This design comes from an exercise in tuning for small area on the open sky130 flow, not from production work.
Function was checked by simulation only, so behaviour that the tests miss may differ from the original. No driver is modelled on the clock port, so clocking that relies on it looks cheaper here than on a real chip.

## run A
==> flow/design.v <==
package moa_pkg;
   localparam int CHANNELS   = 16;
   localparam int OVERSAMPLE = 16;
   localparam int FULL_SCALE = 4095;
   localparam int UV_PER_MV  = 1000;
   localparam int FUNC_W     = 3;
   localparam int CH_W       = 4;
   localparam int ADC_W      = 12;
   localparam int MV_W       = 16;
   localparam int UV_W       = 26;
   localparam int AGE_W      = 17;
   localparam int ACC_W      = 20;
   localparam int SCAN_W     = 8;
   localparam int CSR_IDX_W  = 2;
   localparam int CSR_DATA_W = 16;
   localparam int PROD_W     = 28;    
   localparam int DIV_W      = 38;    
   localparam int CH_AW      = (CHANNELS > 1) ? $clog2(CHANNELS) : 1;
   localparam logic [FUNC_W-1:0] FUNC_SAMPLE  = 3'd0;
   localparam logic [FUNC_W-1:0] FUNC_ERROR   = 3'd1;
   localparam logic [FUNC_W-1:0] FUNC_TICK    = 3'd2;
   localparam logic [FUNC_W-1:0] FUNC_READ    = 3'd3;
   localparam logic [FUNC_W-1:0] FUNC_CONVERT = 3'd4;
   localparam logic [CSR_IDX_W-1:0] CSR_VREFINT_CAL  = 2'd0;
   localparam logic [CSR_IDX_W-1:0] CSR_NOMINAL_MV   = 2'd1;
   localparam logic [CSR_IDX_W-1:0] CSR_VREF_CHANNEL = 2'd2;
   localparam logic [MV_W-1:0]  NOMINAL_MV_RESET = 16'd3300;
   localparam logic [MV_W-1:0]  MV_MAX           = 16'hFFFF;
   localparam logic [UV_W-1:0]  UV_MAX           = 26'h3FF_FFFF;
   localparam logic [ADC_W-1:0] ADC_MAX          = 12'hFFF;
   localparam logic [AGE_W-1:0] AGE_MAX          = 17'h1_FFFF;
   typedef struct packed {
      logic [FUNC_W-1:0] func;
      logic [CH_W-1:0]   channel;
      logic [ADC_W-1:0]  value;
      logic              last_of_scan;
      logic [MV_W-1:0]   max_age_ms;
   } req_type;
   typedef struct packed {
      logic [ADC_W-1:0] avg_raw;
      logic [MV_W-1:0]  vdda_mv;
      logic [UV_W-1:0]  microvolts;
      logic             ready_res;
      logic             fresh;
   } rsp_type;
   typedef struct packed {
      logic [ADC_W-1:0] vrefint_cal;
      logic [MV_W-1:0]  nominal_vdda_mv;
      logic [CH_W-1:0]  vref_channel;
   } cfg_type;
endpackage
module multichannel_oversample_averager (
   input  logic        clock,
   input  logic        reset,
   input  logic        req_valid,
   output logic        req_ready,
   input  logic [35:0] req_data,
   output logic        rsp_valid,
   input  logic        rsp_ready,
   output logic [55:0] rsp_data,
   input  logic        csr_valid,
   output logic        csr_ready,
   input  logic [1:0]  csr_index,
   input  logic [15:0] csr_data
);
   localparam logic [3:0] S_IDLE = 4'd0;
   localparam logic [3:0] S_CLR  = 4'd1;    
   localparam logic [3:0] S_ADD  = 4'd2;    
   localparam logic [3:0] S_SWA  = 4'd3;    
   localparam logic [3:0] S_SWB  = 4'd4;    
   localparam logic [3:0] S_RNOW = 4'd5;    
   localparam logic [3:0] S_PRE1 = 4'd6;    
   localparam logic [3:0] S_MUL1 = 4'd7;    
   localparam logic [3:0] S_DIV1 = 4'd8;    
   localparam logic [3:0] S_RAVG = 4'd9;    
   localparam logic [3:0] S_MUL2 = 4'd10;   
   localparam logic [3:0] S_MUL3 = 4'd11;   
   localparam logic [3:0] S_DIV2 = 4'd12;   
   localparam logic [3:0] S_OUT  = 4'd13;   
   wire [2:0]  r_func = req_data[35:33];
   wire [3:0]  r_ch   = req_data[32:29];
   wire [11:0] r_val  = req_data[28:17];
   wire        r_last = req_data[16];
   wire [15:0] r_age  = req_data[15:0];
   logic [11:0]  cal;
   logic [15:0]  nom;
   logic [3:0]   vch;
   logic [3:0]   st;
   logic [8:0]   ph;
   logic [3:0]   ch;
   logic         flag;      
   logic [3:0]   scan;
   logic         rdy;
   logic [15:0]  age_n;
   logic         age_cy;    
   logic         age_ovf;   
   logic         fresh;
   logic [11:0]  avg_r;
   logic [15:0]  mv;
   wire  [11:0]  now = mv[15:4];
   logic [39:0]  z;
   logic [511:0] ring;
   logic         cy;
   logic         clamp;
   always_ff @(posedge clock) begin
      if (reset) begin
         cal <= '0;
         nom <= 16'd3300;
         vch <= '0;
      end else if (csr_valid) begin
         case (csr_index)
            2'd0: cal <= csr_data[11:0];
            2'd1: nom <= csr_data;
            2'd2: vch <= csr_data[3:0];
            default: ;
         endcase
      end
   end
   assign csr_ready = 1'b1;
   wire [3:0] slot     = ph[8:5];
   wire [4:0] o        = ph[4:0];
   wire       o_last   = &o;
   wire       idle     = (st == S_IDLE) && o_last;
   wire       accept   = req_valid && idle;
   wire [3:0] tgt      = (st == S_RNOW) ? vch : ch;
   wire       in_slot  = (slot == tgt);
   wire       slot_end = in_slot && o_last;
   wire       ring_st  = (st == S_ADD) || (st == S_SWA) || (st == S_SWB) ||
                         (st == S_RNOW) || (st == S_RAVG);
   wire       st_adv   = o_last && (!ring_st || in_slot) && (st != S_IDLE) &&
                         (st != S_CLR || ph[8:5] == 4'd15);
   wire       st_home  = (st == S_CLR) || (st == S_SWB) || (st == S_ADD && !flag);
   wire  hout   = ring[511];
   wire  addact = (st == S_ADD) && in_slot && (o < 5'd20);
   logic hin;
   always_comb begin
      hin = hout;
      if (st == S_CLR)
         hin = 1'b0;
      else if (st == S_SWA && o >= 5'd20)
         hin = ring[15] | clamp;      
      else if (st == S_SWB && o < 5'd20)
         hin = 1'b0;
      else if (addact)
         hin = hout ^ avg_r[0] ^ cy;
   end
   always_ff @(posedge clock) begin
      ring <= {ring[510:0], hin};
      cy   <= addact & ((hout & avg_r[0]) | (hout & cy) | (avg_r[0] & cy));
      if (o < 5'd16)
         clamp <= 1'b0;
      else if (o < 5'd20)
         clamp <= clamp | hout;
   end
   wire age_inc = (accept && r_func == 3'd2) | age_cy;
   wire age_top = (ph[3:0] == 4'd14);
   always_ff @(posedge clock) begin
      if (st == S_CLR || st == S_SWA)
         age_n <= {1'b1, age_n[15:1]};
      else
         age_n <= {age_n[0] ^ age_inc, age_n[15:1]};
   end
   wire [16:0] age_cmp = {1'b0, r_age} + {1'b0, age_n} + 17'd1;
   wire        age_le  = age_cmp[16];
   wire        mul   = (st == S_MUL1) || (st == S_MUL2) || (st == S_MUL3);
   wire [11:0] mcand = (st == S_MUL1) ? cal : (st == S_MUL2) ? 12'd1000 : avg_r;
   wire [12:0] alu_a = mul ? {1'b0, z[39:28]} : z[39:27];
   wire [12:0] alu_b = mul ? (z[0] ? {1'b0, mcand} : 13'd0)
                           : ((st == S_DIV1) ? {1'b1, ~now} : 13'h1000);
   wire [13:0] alu   = {1'b0, alu_a} + {1'b0, alu_b} + {13'd0, ~mul};
   wire        ge    = alu[13];
   wire        skip  = (now == 12'd0) || (cal == 12'd0);
   wire        ovf   = |z[27:16];
   wire        run   = ~(o[4] & o[3] & o[2]) && !((st == S_MUL1 || st == S_DIV1) && skip);
   always_ff @(posedge clock) begin
      case (st)
         S_PRE1: if (o_last) z <= {1'b0, now[11:1], 12'd0, nom};
         S_MUL1, S_MUL2, S_MUL3: begin
            if (run) z <= {alu[12:0], z[27:1]};
            if (st == S_MUL2 && o_last) z[38:28] <= '1;
         end
         S_DIV1, S_DIV2: begin
            if (run) z <= ge ? {alu[11:0], z[26:0], 1'b1} : {z[38:0], 1'b0};
            if (st == S_DIV1 && o_last) z <= {24'd0, z[15:0] | {16{ovf}}};
         end
         default: ;
      endcase
   end
   always_ff @(posedge clock) begin
      if (st == S_RNOW && in_slot && o >= 5'd20)
         mv <= {hout, mv[15:1]};
      else if (st == S_MUL2 && !o[4])
         mv <= {z[0], mv[15:1]};
   end
   always_ff @(posedge clock) begin
      if (accept)
         avg_r <= r_val;
      else if ((st == S_ADD && in_slot) || (st == S_DIV2 && !flag))
         avg_r <= {1'b0, avg_r[11:1]};
      else if (st == S_RAVG && in_slot && o >= 5'd20)
         avg_r <= {hout, avg_r[11:1]};
   end
   always_ff @(posedge clock) begin
      if (accept) begin
         ch    <= r_ch;
         flag  <= (r_func == 3'd0) ? (r_last && (scan == 4'd15)) : (r_func == 3'd3);
         fresh <= rdy && !age_ovf && age_le;
      end
   end
   always_ff @(posedge clock) begin
      if (reset) begin
         st      <= S_CLR;
         ph      <= '0;
         scan    <= '0;
         rdy     <= 1'b0;
         age_cy  <= 1'b0;
         age_ovf <= 1'b0;
      end else begin
         ph     <= ph + 1'b1;
         age_cy <= age_inc && !age_n[0] && !age_top;
         if (age_inc && !age_n[0] && age_top)
            age_ovf <= 1'b1;
         if (accept) begin
            case (r_func)
               3'd0: begin
                  st <= S_ADD;
                  if (r_last) begin
                     scan <= scan + 1'b1;
                     if (scan == 4'd15) begin
                        age_ovf <= 1'b0;
                        rdy     <= 1'b1;
                     end
                  end
               end
               3'd1: rdy <= 1'b0;
               3'd3, 3'd4: st <= S_RNOW;
               default: ;
            endcase
         end
         if (st == S_OUT) begin
            if (rsp_ready) st <= S_IDLE;
         end else if (st_adv) begin
            if (st_home) st <= S_IDLE;
            else if (st == S_DIV1 && !flag) st <= S_MUL2;
            else st <= st + 1'b1;
         end
      end
   end
   assign req_ready = idle;
   assign rsp_valid = (st == S_OUT);
   assign rsp_data  = {avg_r, mv, z[25:0], rdy, fresh};
endmodule
export LEC_CHECK = 0
export CAP_MARGIN = 5
export CORE_MARGIN = 2
export CORE_UTILIZATION = 60
export PLACE_DENSITY = 0.7
export SLEW_MARGIN = 5
create_clock -name core_clock -period 9.0 [get_ports {clock}]
standard.sh (not shown) runs the stock make flow with config.mk's settings and CLKGATE_MAP_FILE= SYNTH_SCRIPT=/design/flow/synth_recipe.tcl, a recipe that flattens the netlist after the stock synthesis.
==> flow/flow/run.sh <==
#!/bin/bash
# Standard layout with two changes: ports get a small buffer (buf_1) instead of the
# default, and clock tree synthesis inserts no dummy loads.
set -euo pipefail
export BUFFER_PORTS_ARGS="-buffer_cell sky130_fd_sc_hd__buf_1"
export CTS_ARGS="-sink_clustering_enable -repair_clock_nets -dont_use_dummy_load -buf_list sky130_fd_sc_hd__clkbuf_16 -sink_clustering_size 32 -sink_clustering_max_diameter 100"
bash standard.sh > standard.log 2>&1
> inputs changed (run A -> run B)
--- a/flow/design.v
+++ b/flow/design.v
@@ -90,15 +90,14 @@
    logic [3:0]   ch;
    logic         flag;      
    logic [3:0]   scan;
    logic         rdy;
-   logic [15:0]  age_n;
+   logic [15:0]  age;
    logic         age_cy;    
    logic         age_ovf;   
    logic         fresh;
    logic [11:0]  avg_r;
    logic [15:0]  mv;
-   wire  [11:0]  now = mv[15:4];
    logic [39:0]  z;
    logic [511:0] ring;
    logic         cy;
    logic         clamp;
@@ -155,27 +154,25 @@
    wire age_inc = (accept && r_func == 3'd2) | age_cy;
    wire age_top = (ph[3:0] == 4'd14);
    always_ff @(posedge clock) begin
       if (st == S_CLR || st == S_SWA)
-         age_n <= {1'b1, age_n[15:1]};
+         age <= {1'b0, age[15:1]};
       else
-         age_n <= {age_n[0] ^ age_inc, age_n[15:1]};
-   end
-   wire [16:0] age_cmp = {1'b0, r_age} + {1'b0, age_n} + 17'd1;
-   wire        age_le  = age_cmp[16];
+         age <= {age[0] ^ age_inc, age[15:1]};
+   end
    wire        mul   = (st == S_MUL1) || (st == S_MUL2) || (st == S_MUL3);
    wire [11:0] mcand = (st == S_MUL1) ? cal : (st == S_MUL2) ? 12'd1000 : avg_r;
    wire [12:0] alu_a = mul ? {1'b0, z[39:28]} : z[39:27];
    wire [12:0] alu_b = mul ? (z[0] ? {1'b0, mcand} : 13'd0)
-                           : ((st == S_DIV1) ? {1'b1, ~now} : 13'h1000);
+                           : ((st == S_DIV1) ? {1'b1, ~mv[11:0]} : 13'h1000);
    wire [13:0] alu   = {1'b0, alu_a} + {1'b0, alu_b} + {13'd0, ~mul};
    wire        ge    = alu[13];
-   wire        skip  = (now == 12'd0) || (cal == 12'd0);
+   wire        skip  = (mv[11:0] == 12'd0) || (cal == 12'd0);
    wire        ovf   = |z[27:16];
    wire        run   = ~(o[4] & o[3] & o[2]) && !((st == S_MUL1 || st == S_DIV1) && skip);
    always_ff @(posedge clock) begin
       case (st)
-         S_PRE1: if (o_last) z <= {1'b0, now[11:1], 12'd0, nom};
+         S_PRE1: if (o_last) z <= {1'b0, mv[11:1], 12'd0, nom};
          S_MUL1, S_MUL2, S_MUL3: begin
             if (run) z <= {alu[12:0], z[27:1]};
             if (st == S_MUL2 && o_last) z[38:28] <= '1;
          end
@@ -187,11 +184,11 @@
       endcase
    end
    always_ff @(posedge clock) begin
       if (st == S_RNOW && in_slot && o >= 5'd20)
-         mv <= {hout, mv[15:1]};
-      else if (st == S_MUL2 && !o[4])
-         mv <= {z[0], mv[15:1]};
+         mv[11:0] <= {hout, mv[11:1]};
+      else if (st == S_DIV1 && o_last)
+         mv <= z[15:0] | {16{ovf}};
    end
    always_ff @(posedge clock) begin
       if (accept)
          avg_r <= r_val;
@@ -203,9 +200,9 @@
    always_ff @(posedge clock) begin
       if (accept) begin
          ch    <= r_ch;
          flag  <= (r_func == 3'd0) ? (r_last && (scan == 4'd15)) : (r_func == 3'd3);
-         fresh <= rdy && !age_ovf && age_le;
+         fresh <= rdy && !age_ovf && (age <= r_age);
       end
    end
    always_ff @(posedge clock) begin
       if (reset) begin
@@ -216,10 +213,10 @@
          age_cy  <= 1'b0;
          age_ovf <= 1'b0;
       end else begin
          ph     <= ph + 1'b1;
-         age_cy <= age_inc && !age_n[0] && !age_top;
-         if (age_inc && !age_n[0] && age_top)
+         age_cy <= age_inc && age[0] && !age_top;
+         if (age_inc && age[0] && age_top)
             age_ovf <= 1'b1;
          if (accept) begin
             case (r_func)
                3'd0: begin
- Run B reports its most heavily used metal layer in global routing as met1 while run A reports met2.
- Looking at detail-routed net length per standard cell across run A and run B, the one that comes out lower is run A.
- Run B against run A: fill cell instance count of the final layout now sits higher, worst setup margin now sits higher, overall routed net length now sits higher, timing-limited maximum frequency now sits higher, multi-input gate share of the layout cell area now sits higher.

## port drivers added, routing unchanged
The results above use ideal ports. As a check the final layouts listed here were re-extracted and re-timed, cells and wires unchanged. Step 1, drivers: a clkbuf_16 drives clock and a buf_2 each remaining input, both assumed. Step 2 times the ports against the registers' clock, not the clock port: input delays grow and output delays shrink by t, the midpoint of the rising clock arrivals with the driver on. Three values: ideal, step 1, step 2; two values: the first two.
| run | t, ns | setup WS [ns] | worst slew at a driven data input, ns |
|---|---|---|---|
| run A | 0.593 | 3.018 / 3.018 / 3.018 | 0.06 |
| run B | 0.599 | 3.221 / 3.221 / 3.221 | 0.11 |
After both steps setup and hold are still met in every run listed.
